Context: an optimization exercise on an open-source flow, tuned for small area. The choices shown serve that exercise and are no tape-out recipe. Where RTL was checked, it was by simulation tests only, not by an equivalence proof against the original. No driver is modelled on the clock port, so clocking that relies on it looks cheaper here than on a real chip. Power and IR drop assume default switching activity.

== run A ==
==> module bmem_line_adapter, before the edit <==
module bmem_line_adapter #(
    parameter int ADDR_W = 32,
    parameter int BEAT_W = 64,
    parameter int BEATS  = 4
) (
    input  logic                      clk,
    input  logic                      rst,
    input  logic [ADDR_W-1:0]         i_addr,
    input  logic                      i_read,
    output logic [BEAT_W*BEATS-1:0]   i_rdata,
    output logic                      i_resp,
    input  logic [ADDR_W-1:0]         d_addr,
    input  logic                      d_read,
    input  logic                      d_write,
    input  logic [BEAT_W*BEATS-1:0]   d_wdata,
    output logic [BEAT_W*BEATS-1:0]   d_rdata,
    output logic                      d_resp,
    output logic [ADDR_W-1:0]         bmem_addr,
    output logic                      bmem_read,
    output logic                      bmem_write,
    output logic [BEAT_W-1:0]         bmem_wdata,
    input  logic                      bmem_ready,
    input  logic [ADDR_W-1:0]         bmem_raddr,
    input  logic [BEAT_W-1:0]         bmem_rdata,
    input  logic                      bmem_rvalid
);
    localparam int LINE_W = BEAT_W * BEATS;
    localparam int OFF    = bmem_pkg::OFFSET_BITS;
    logic              wr_q;     
    logic              rdi_q;    
    logic              rdw_q;    
    logic              resp_q;   
    logic              gnt_q;    
    logic [BEATS-1:0]  beat_n;    
    logic              idle;
    logic              gnt_d;
    logic              any_req;
    logic              beat_hit;
    logic              last;
    logic [ADDR_W-1:0] line_addr;
    logic [BEAT_W-1:0] beat_q [BEATS];
    rr_arbiter2 u_arb (
        .req_i   (i_read),
        .req_d   (d_read | d_write),
        .last_d  (gnt_q),
        .gnt_d   (gnt_d),
        .any_req (any_req)
    );
    assign idle      = ~(wr_q | rdi_q | rdw_q | resp_q);
    assign line_addr = {(gnt_q ? d_addr[ADDR_W-1:OFF] : i_addr[ADDR_W-1:OFF]), {OFF{1'b0}}};
    assign beat_hit  = rdw_q & bmem_rvalid & (bmem_raddr == line_addr);
    assign last      = ~beat_n[BEATS-1];
    always_ff @(posedge clk or posedge rst) begin
        if (rst) begin
            wr_q   <= 1'b0;
            rdi_q  <= 1'b0;
            rdw_q  <= 1'b0;
            resp_q <= 1'b0;
            gnt_q  <= 1'b0;
            beat_n  <= {{(BEATS-1){1'b1}}, 1'b0};
        end else begin
            if (idle && any_req) begin
                gnt_q <= gnt_d;
                wr_q  <= gnt_d & d_write;
                rdi_q <= ~(gnt_d & d_write);
            end
            if (wr_q && bmem_ready) begin
                beat_n <= {beat_n[BEATS-2:0], beat_n[BEATS-1]};
                if (last) begin
                    wr_q   <= 1'b0;
                    resp_q <= 1'b1;
                end
            end
            if (rdi_q && bmem_ready) begin
                rdi_q <= 1'b0;
                rdw_q <= 1'b1;
            end
            if (beat_hit) begin
                beat_n <= {beat_n[BEATS-2:0], beat_n[BEATS-1]};
                if (last) begin
                    rdw_q  <= 1'b0;
                    resp_q <= 1'b1;
                end
            end
            if (resp_q)
                resp_q <= 1'b0;
        end
    end
    always_ff @(posedge clk) begin
        for (int k = 0; k < BEATS - 1; k++)
            if (beat_hit && !beat_n[k])
                beat_q[k] <= bmem_rdata;
        beat_q[BEATS-1] <= bmem_rdata;
    end
    always_comb
        for (int k = 0; k < BEATS; k++)
            i_rdata[k*BEAT_W +: BEAT_W] = beat_q[k];
    assign d_rdata    = i_rdata;
    assign i_resp     = resp_q & ~gnt_q;
    assign d_resp     = resp_q & gnt_q;
    assign bmem_read  = rdi_q;
    assign bmem_write = wr_q;
    assign bmem_addr  = line_addr;
    always_comb begin
        bmem_wdata = '1;
        for (int k = 0; k < BEATS; k++)
            bmem_wdata &= d_wdata[k*BEAT_W +: BEAT_W] | {BEAT_W{beat_n[k]}};
    end
endmodule
export LEC_CHECK = 0
export CAP_MARGIN = 20
export CORE_AREA = 10 10 390 390
export DIE_AREA = 0 0 400 400
export SLEW_MARGIN = 20
create_clock -name core_clock -period 5.0 [get_ports {clk}]
standard.sh (not shown) runs the stock make flow with config.mk's settings and CLKGATE_MAP_FILE= SYNTH_SCRIPT=/design/flow/synth_recipe.tcl, a recipe that flattens the netlist after the stock synthesis.
==> flow/flow/run.sh <==
#!/bin/bash
# Own layout flow: the standard ORFS flow (standard.sh), with
#  - the port buffers that global placement inserts taken from the smallest
#    buffer cell,
#  - clock tree synthesis clustering more sinks per leaf buffer and adding
#    no dummy loads, and
#  - after CTS, clock buffers upsized only where the flip-flop clock-pin
#    slew needs it (flow/post_cts.tcl).
set -euo pipefail
here=$(cd "$(dirname "${BASH_SOURCE[0]}")" && pwd)
export BUFFER_PORTS_ARGS="-buffer_cell sky130_fd_sc_hd__buf_1"
export CTS_ARGS="-sink_clustering_enable -repair_clock_nets -sink_clustering_size 25 -sink_clustering_max_diameter 80 -buf_list sky130_fd_sc_hd__clkbuf_4 -dont_use_dummy_load"
export POST_CTS_TCL="$here/post_cts.tcl"
bash standard.sh > standard_flow.log 2>&1
==> flow/flow/post_cts.tcl <==
# Runs at the end of ORFS's CTS step (POST_CTS_TCL). Upsizes each clock buffer
# whose flip-flop clock pins see a slew above the target, one drive step at a
# time, then legalises the placement again. Before that, cells on paths with
# setup slack to spare are downsized (repair_timing -recover_power).
estimate_parasitics -placement
repair_timing -recover_power 100 -verbose
set clk_slew_target [expr {[info exists ::env(CLK_SLEW_TARGET)] ? $::env(CLK_SLEW_TARGET) : 0.115}]
set clk_sizes {sky130_fd_sc_hd__clkbuf_1 sky130_fd_sc_hd__clkbuf_2 sky130_fd_sc_hd__clkbuf_4 sky130_fd_sc_hd__clkbuf_8 sky130_fd_sc_hd__clkbuf_16}
for {set iter 0} {$iter < 4} {incr iter} {
  estimate_parasitics -placement
  set slow [dict create]
  foreach pin [get_pins -hierarchical */CLK] {
    set s [expr {max([get_property $pin slew_max_rise], [get_property $pin slew_max_fall])}]
    if {$s > $clk_slew_target} {
      set net [get_nets -of_objects $pin]
      foreach drv [get_pins -of_objects $net -filter "direction == output"] {
        dict set slow [get_property [get_cells -of_objects $drv] full_name] 1
      }
    }
  }
  if {[dict size $slow] == 0} { break }
  set n 0
  foreach name [dict keys $slow] {
    set inst [[ord::get_db_block] findInst $name]
    set m [[$inst getMaster] getName]
    set i [lsearch $clk_sizes $m]
    if {$i >= 0 && $i < [llength $clk_sizes] - 1} {
      replace_cell [get_cells $name] [lindex $clk_sizes [expr {$i + 1}]]
      incr n
    }
  }
  puts "post_cts: iteration $iter upsized $n clock buffers"
  if {$n == 0} { break }
}
detailed_placement
check_placement -verbose
estimate_parasitics -placement
Run A completed every stage of the flow, and the final layout passed the timing, DRC and antenna checks.
The following lists how run B was set up differently from run A:
--- a/flow/design.v
+++ b/flow/design.v
@@ -103,9 +103,11 @@
         end
     end
     always_ff @(posedge clk) begin
-        for (int k = 0; k < BEATS - 1; k++)
-            if (beat_hit && !beat_n[k])
-                beat_q[k] <= bmem_rdata;
+        if (beat_hit && !last) begin
+            for (int k = 0; k < BEATS - 2; k++)
+                beat_q[k] <= beat_q[k+1];
+            beat_q[BEATS-2] <= bmem_rdata;
+        end
         beat_q[BEATS-1] <= bmem_rdata;
     end
     always_comb
[summary]
Diff run B and run A: latest clock arrival within the worst-skew pair higher in run B
Run B vs run A on total via count after detailed routing: run B is the higher one.
Compared with run A, in run B y dimension of the die barely changed; reported net switching power now sits higher; fraction of power consumed by combinational cells fell 0.5 points.
A termination of the worst setup path of bmem_wdata[7] is what run B shows, while bmem_wdata[11] belongs to run A.
Against run A, wire length in run B came out worse.
No functional check of the RTL was part of run B.

## what the ideal ports hide
In the flow no input, the clock included, has a driving cell. The finished layouts below were timed again as built, in two steps. Step 1, drivers: a clkbuf_16 drives clk and a buf_2 each remaining input, both assumed. Step 2 also shifts input and output timing later by t, the mid clock arrival at the registers, as if the neighbouring blocks saw the same clock. Three values: ideal, step 1, step 2; two values: the first two.
| run | t (ns) | setup WS [ns] | worst slew at a driven data input, ns | cell pins on the clock port's net |
|---|---|---|---|---|
| run A | 0.879 | 0.829 / 0.772 / 0.661 | 0.26 | 1 |
| run B | 0.984 | 0.731 / 0.671 / 0.751 | 0.34 | 1 |
After both steps every run listed still meets setup and hold. The setup slack of run A, which loses most, moves by -0.057 ns with the drivers and by -0.168 ns with both steps.
